What follows belongs to an exercise in optimizing a design on an open flow for small area, a short achievable clock period and few clock cycles per item; a production flow would make more cautious choices.
No run shown here included a check of the RTL's function; only the layout flow was run.
Power and IR drop assume default switching activity.

==> flow/design.v, too long to show whole: its modules and the start of the top module <==
// module rhsc_front: 44 lines
// module rhsc_queue: 95 lines
// module rhsc_back: 1929 lines
// module rhsc_fa: 10 lines
// module rolling_hash_substring_counter_top: 60 lines
module rolling_hash_substring_counter_top (
  input  logic        clk,
  input  logic        rst_n,
  input  logic        in_valid,
  output logic        in_ready,
  input  logic [1:0]  in_op,
  input  logic [7:0]  in_char,
  output logic        out_valid,
  input  logic        out_ready,
  output logic        out_match,
  output logic [15:0] out_start,
  output logic [15:0] out_count
);
  // ...
==> flow/run.sh <==
#!/bin/bash
# synth_recipe.tcl (not shown) runs the flow's synth.tcl, then flattens the netlist and writes it again
# the make line also repeats each setting of config.mk as NAME=value (left out here)
make -C /OpenROAD-flow-scripts/flow DESIGN_CONFIG=/design/flow/config.mk WORK_HOME=/design/flow/orfs CLKGATE_MAP_FILE= SYNTH_SCRIPT=/design/flow/synth_recipe.tcl finish
==> flow/config.mk <==
export PLATFORM = sky130hd
export DESIGN_NAME = rolling_hash_substring_counter_top
export DESIGN_NICKNAME = rolling_hash_substring_counter_top
export VERILOG_FILES = /design/flow/design.v
export SDC_FILE = /design/flow/constraint.sdc
export NUM_CORES = 4
export LEC_CHECK = 0
export ABC_CLOCK_PERIOD_IN_PS = 3400
export CAP_MARGIN = 20
export CORE_MARGIN = 2
export CORE_UTILIZATION = 60
export SETUP_SLACK_MARGIN = 3.6
export SLEW_MARGIN = 20
export SYNTH_HIERARCHICAL = 1
export SYNTH_MINIMUM_KEEP_SIZE = 0
==> flow/constraint.sdc <==
create_clock -name core_clock -period 7.0 [get_ports {clk}]
set_input_delay 1.4000 -clock core_clock [delete_from_list [all_inputs] [get_ports {clk}]]
set_output_delay 1.4000 -clock core_clock [all_outputs]
set_load 0.01 [all_outputs]
==> flow_summary.yaml, run 1 <==
outcome:
  status: "complete, no violations"
finish:
  diodes: 0
  seqCellArea_sq_mm: 0.02351
  numSequentialCells: 857
  comb.multi_input.count: 2078
  final_common_cell: "edfxtp_1"
  clk_share: 0.05854
  clockBufferCount: 108
  largest_reg_flops: 256
  buffers: 181
  finalNetCount: 3972
placed_design:
  place_inst: 4089
  gp_congestion: 0.9000
timing:
  fmax_ghz: 0.2583
  finalCritPeriodShare: 0.5531
setup_path:
  rrSetupSlack_ps: 3130
  path_class: "flip-flop to flip-flop"
  max_stage_delay_ps: 510
  crit_chain: "fa_1 -> fa_2 -> fa_1 -> fa_2 -> fa_2 -> fa_2 -> xnor2_1 -> xnor2_1 -> xnor2_1 -> xnor2_1 -> xnor2_1 -> mux2i_1 -> nor2_1"
  cp_common_cell: "xnor2_1"
  r2r_end: "u_back.ya_r[31]$_SDFFE_PP0P_"
worst_hold_path:
  worstHoldPathCells: 0
clocking:
  clk_pin_slew_ps: 50
  postCtsHoldBufs: 0
  root_buffer: "clkbuf_16"
pwr:
  p_leak_nw: 19.14
  top_power_group: "combinational cells"
  vdd_ir_drop_max_uv: 271.5
synth:
  yosysUniqueCellTypes: 86
  yosysWarnings: 15
  ys_async_sr_fraction: 0
  ys_seq_elements: 857
  synth_compound_area_frac: 0.05582
  synth_top_family_by_area: "adder cells"
  synth_area_per_cell_sq_um: 14.27
  netlist_area_sq_mm: 0.04440
  yosysSeqAreaShare: 0.5214
  synth_edf_count: 599
  synth_area_leaders: "edfxtp_1 (41%), fa_1 (24%), dfxtp_1 (12%), nand2_1 (3.1%), ha_1 (2.8%)"
floorplanning:
  rows: 99
global_route:
  grt_pass1_wl_mm: 152.0
detailed_routing:
  met3_wirelength_mm: 6.987
  top_layer: "met4"
==> inputs of run 2 (changes only) <==
--- a/flow/config.mk
+++ b/flow/config.mk
@@ -9,5 +9,5 @@
 export CAP_MARGIN = 20
 export CORE_MARGIN = 2
-export CORE_UTILIZATION = 60
+export CORE_UTILIZATION = 70
 export SETUP_SLACK_MARGIN = 3.6
 export SLEW_MARGIN = 20
==> run 2 against run 1 <==
Net effect:
- highest routed layer is now met5
- clock-buffer cell count grew 5
- worst setup slack lost 98 ps
- core utilization grew 11 points
- register-to-register slack lost 98 ps
- global-route usage grew 8.3 points
- critical endpoint unchanged
- clock skew shrank 1.9 ps
- non-clock buffer count grew 13
==> flow_summary.yaml, run 2 <==
clocking:
  cts_buffers: 86
  clk_path_buf_depth: 3
  clk_pin_slew_ps: 60
  tritoncts: "done"
  root_buffer: "clkbuf_16"
  clk_latency_ps: 680
  clock_sinks: 857
  postCtsHoldBufs: 0
  htreeDepth: 3
timing:
  finalCritPeriodShare: 0.5671
  tightest_slew_ps: 991.3
  fin_setup_tns_ps: 0
  fmax_ghz: 0.2519
  finalHoldViolCount: 0
  final-setup-viol-count: 0
  max_slew_margin: 0.3355
  setup_ws_ps: 3030
  fin_crit_ps: 3970
  maxSlewViolCount: 0
  fin_skew_ps: 47.80
  rsz0062_at_grt: "true"
setup_path:
  end_kind: "flip-flop"
  crit_path_end: "u_back.ya_r[31]$_SDFFE_PP0P_"
  critPathLaunchType: "flip-flop"
  reg2reg_from: "u_back.ya_r[14]$_SDFFE_PP0P_"
  rrSetupSlack_ps: 3030
  cp-startpoint: "u_back.ya_r[14]$_SDFFE_PP0P_"
  reg2reg_depth: 12
  r2r_end: "u_back.ya_r[31]$_SDFFE_PP0P_"
  path_class: "flip-flop to flip-flop"
  required_ps: 7490
  arrival_ps: 4460
  cp_max_fo: 6
synth:
  yosysWarnings: 15
  ys_seq_elements: 857
  synth_edf_count: 599
  synth_area_leaders: "edfxtp_1 (41%), fa_1 (24%), dfxtp_1 (12%), nand2_1 (3.1%), ha_1 (2.8%)"
  synth_top_area_share: 0.4051
  yosysSeqAreaShare: 0.5214
  yosysUniqueCellTypes: 86
  netlist_instances: 3112
  netlist_area_sq_mm: 0.04440
  synth_area_per_cell_sq_um: 14.27
  yosysTopAreaCell: "edfxtp_1"
  yosysMostFrequentCell: "edfxtp_1"
  synth_ff_type: "edfxtp_1"
  ys_async_sr_fraction: 0
  synth_common_cells: "edfxtp_1 (599), fa_1 (527), nand2_1 (361)"
placed_design:
  gp_congestion: 0.9513
  port_buffers: 48
  dpl.hpwl_mm: 65.44
  placed_area_sq_mm: 0.04643
  place_ws_ps: 2496
  place_inst: 3974
outcome:
  status: "complete, no violations"
global_route:
  grt_pass1_vias: 28287
  grtUsageTotal: 0.3446
  overflow: 0
  grt_busiest_layer: "met2"
  grtUsageMet3: 0.08279
  grt_pass1_wl_mm: 167.9
  antenna_found_initial: 3
  met2_usage: 0.5441
  grt_use_met1: 0.4573
  grt_max_degree: 219
detailed_routing:
  dr_total_vias: 27034
  wl_mm: 113.5
  via_per_inst: 6.352
  drt_iter0_drc: 3007
  ant_nets: 0
  first_pass_iters: 7
  wl_per_cell_um: 26.68
  drc_errors: 0
pwr:
  power_density_mw_per_mm2: 375.9
  clockPowerShare: 0.239
  power_switching_w: 0.006994
  p_sw_frac: 0.3607
  p_int_w: 0.01240
  vdd_ir_drop_max_uv: 315.1
  comb_power_share: 0.429
  p_leak_nw: 19.11
  p_seq_frac: 0.332
finish:
  drive_gt1_frac: 0.2232
  largest_reg_flops: 256
  diodes: 0
  finalInstanceArea_sq_mm: 0.05159
  final_common_cell: "edfxtp_1"
  finalNetCount: 3981
  final_cell_mix: "edfxtp_1 (599), fa_1 (336), nand2_1 (315)"
  final_util: 0.8209
  fin_cells: 4256
  regMostFlops: "u_back.seg32"
  num-fill-cells: 3190
  area_delta_synth_final_pct: 16.20
  largestRegisters: "u_back.seg32 (256), u_back.seg16 (128), u_back.seg8 (64)"
floorplanning:
  die_y_um: 255.9
  io_pins: 49
  core-area_sq_mm: 0.06285
  rows: 92
  die_x_um: 255.9
  die_area_sq_mm: 0.06546
  initial_core_util: 0.7064
worst_hold_path:
  min_path_type: "flip-flop to flip-flop"
run:
  max_cap_violations: 0
## run 2: cell counts after synthesis
No cell type changed its count.
## run 2: power by group through the flow
stage          clock (W)  combinational, W  sequential [W]
4_1_cts          0.00467           0.00770         0.00641
2_1_floorplan          0           0.00546         0.00627
5_1_grt          0.00490           0.00902         0.00647
3_5_place_dp           0           0.00704         0.00653
3_3_place_gp           0           0.00674         0.00651
6_report         0.00464           0.00832         0.00644
## run 2: layout make-up
type | instances | area [sq um] | share of cell area
Timing Repair Buffer | 194 | 2110 | 0.04089
Timing Repair inverter | 1 | 5.005 | 0.00009700
Clock buffer | 113 | 2379 | 0.04610
Multi-Input combinational cell | 2077 | 21660 | 0.4198
Inverter | 122 | 461.7 | 0.008948
Clock inverter | 46 | 442.9 | 0.008585
Sequential cell | 857 | 23480 | 0.4551
Tap cell | 846 | 1059 | 0.02052
## run 2: kinds of logic after synthesis
kind of cell | count (synthesis) | synth area share
flip-flops | 857 | 0.5214
AND/OR/NAND/NOR | 741 | 0.07490
adder cells (fa/ha/maj) | 628 | 0.2661
AO/OA/AOI/OAI | 364 | 0.05583
buffers and inverters | 249 | 0.02246
XOR/XNOR | 185 | 0.03649
multiplexers | 86 | 0.02263
other | 2 | 0.0001691
## run 2: worst min-delay path by stage
stage	start	endpoint	slack (ps)	cells past startpoint
3_3_place_gp	u_back.s2_elig$_DFF_P_	u_back.s3_elig$_DFF_P_	310	0
6_report	u_back.s2_elig$_DFF_P_	u_back.s3_elig$_DFF_P_	330	0
3_5_place_dp	u_back.s2_elig$_DFF_P_	u_back.s3_elig$_DFF_P_	330	0
2_1_floorplan	u_back.s2_elig$_DFF_P_	u_back.s3_elig$_DFF_P_	310	0
5_1_grt	u_back.s2_elig$_DFF_P_	u_back.s3_elig$_DFF_P_	340	0
4_1_cts	u_back.s2_elig$_DFF_P_	u_back.s3_elig$_DFF_P_	330	0
## run 2: per-layer routing
metal / wire, um / part of all wire
met3: 11560 / 0.10
met5: 26 / 0.00023
met4: 6764 / 0.060
met2: 53240 / 0.47
met1: 41950 / 0.37
## run 2: metrics by stage
| step | total power, W | hold WS, ps |
|---|---|---|
| finish | 0.01939 | 332.3 |
| global route | 0.02039 | 342.5 |
| CTS | 0.01879 | 330.2 |
| detailed placement | 0.01356 | 326.7 |
| global placement | 0.01325 | 313.8 |
| floorplan | 0.01173 | 309.6 |
## run 2: critical path: stages, from the launching register on
cell     delay [ps]
dfxtp_2         490
fa_1            520
fa_1            430
fa_1            580
fa_1            440
fa_2            370
xnor2_2         150
xnor2_1         190
xnor2_1         160
xnor2_1         160
xnor2_1          90
mux2i_1         140
nor2_1           60
## run 2: repair_timing
| action | 4_1_cts | 5_1_grt |
|---|---|---|
| gates resized for setup | 278 | 110 |
| hold endpoints to repair | 0 | 0 |
| gates cloned | 7 | 3 |
| pin swaps | 65 | 68 |
| setup endpoints to repair | 225 | 139 |
| setup buffers | 84 | 28 |
## run 2: per-module statistics from Yosys, one instance, submodules excluded, a selection
module | flip-flops and latches | copies in the design | cell area, sq um
rhsc_fa | 0 | 524 | 20.02
rhsc_front | 17 | 1 | 604.3
rhsc_back | 707 | 1 | 27250
rhsc_queue | 133 | 1 | 6057

[what the ideal ports hide]
In the flow no input, the clock included, has a driving cell. The finished layouts below were timed again as built, in two steps. Step 1 sets driving cells, clkbuf_16 on the clock port and buf_2 on the other inputs (assumed; they add their load-dependent delay and slew). Step 2 times the ports against the registers' clock, not the clock port: input delays grow and output delays shrink by t, the midpoint of the rising clock arrivals with the driver on. Slacks: no drivers / after step 1 / after step 2; pairs: no drivers / after step 1.
| run | t (ns) | setup WS [ns] | worst setup path after step 2 | worst slew at a driven data input, ns |
|---|---|---|---|---|
| run 1 | 0.713 | 3.128 / 3.128 / 3.128 | register to register | 0.05 |
| run 2 | 0.722 | 3.030 / 3.030 / 3.027 | input to register | 0.05 |
After both steps every run listed still meets setup and hold. The setup slack of run 2, which loses most, moves by 0.000 ns with the drivers and by -0.003 ns with both steps.
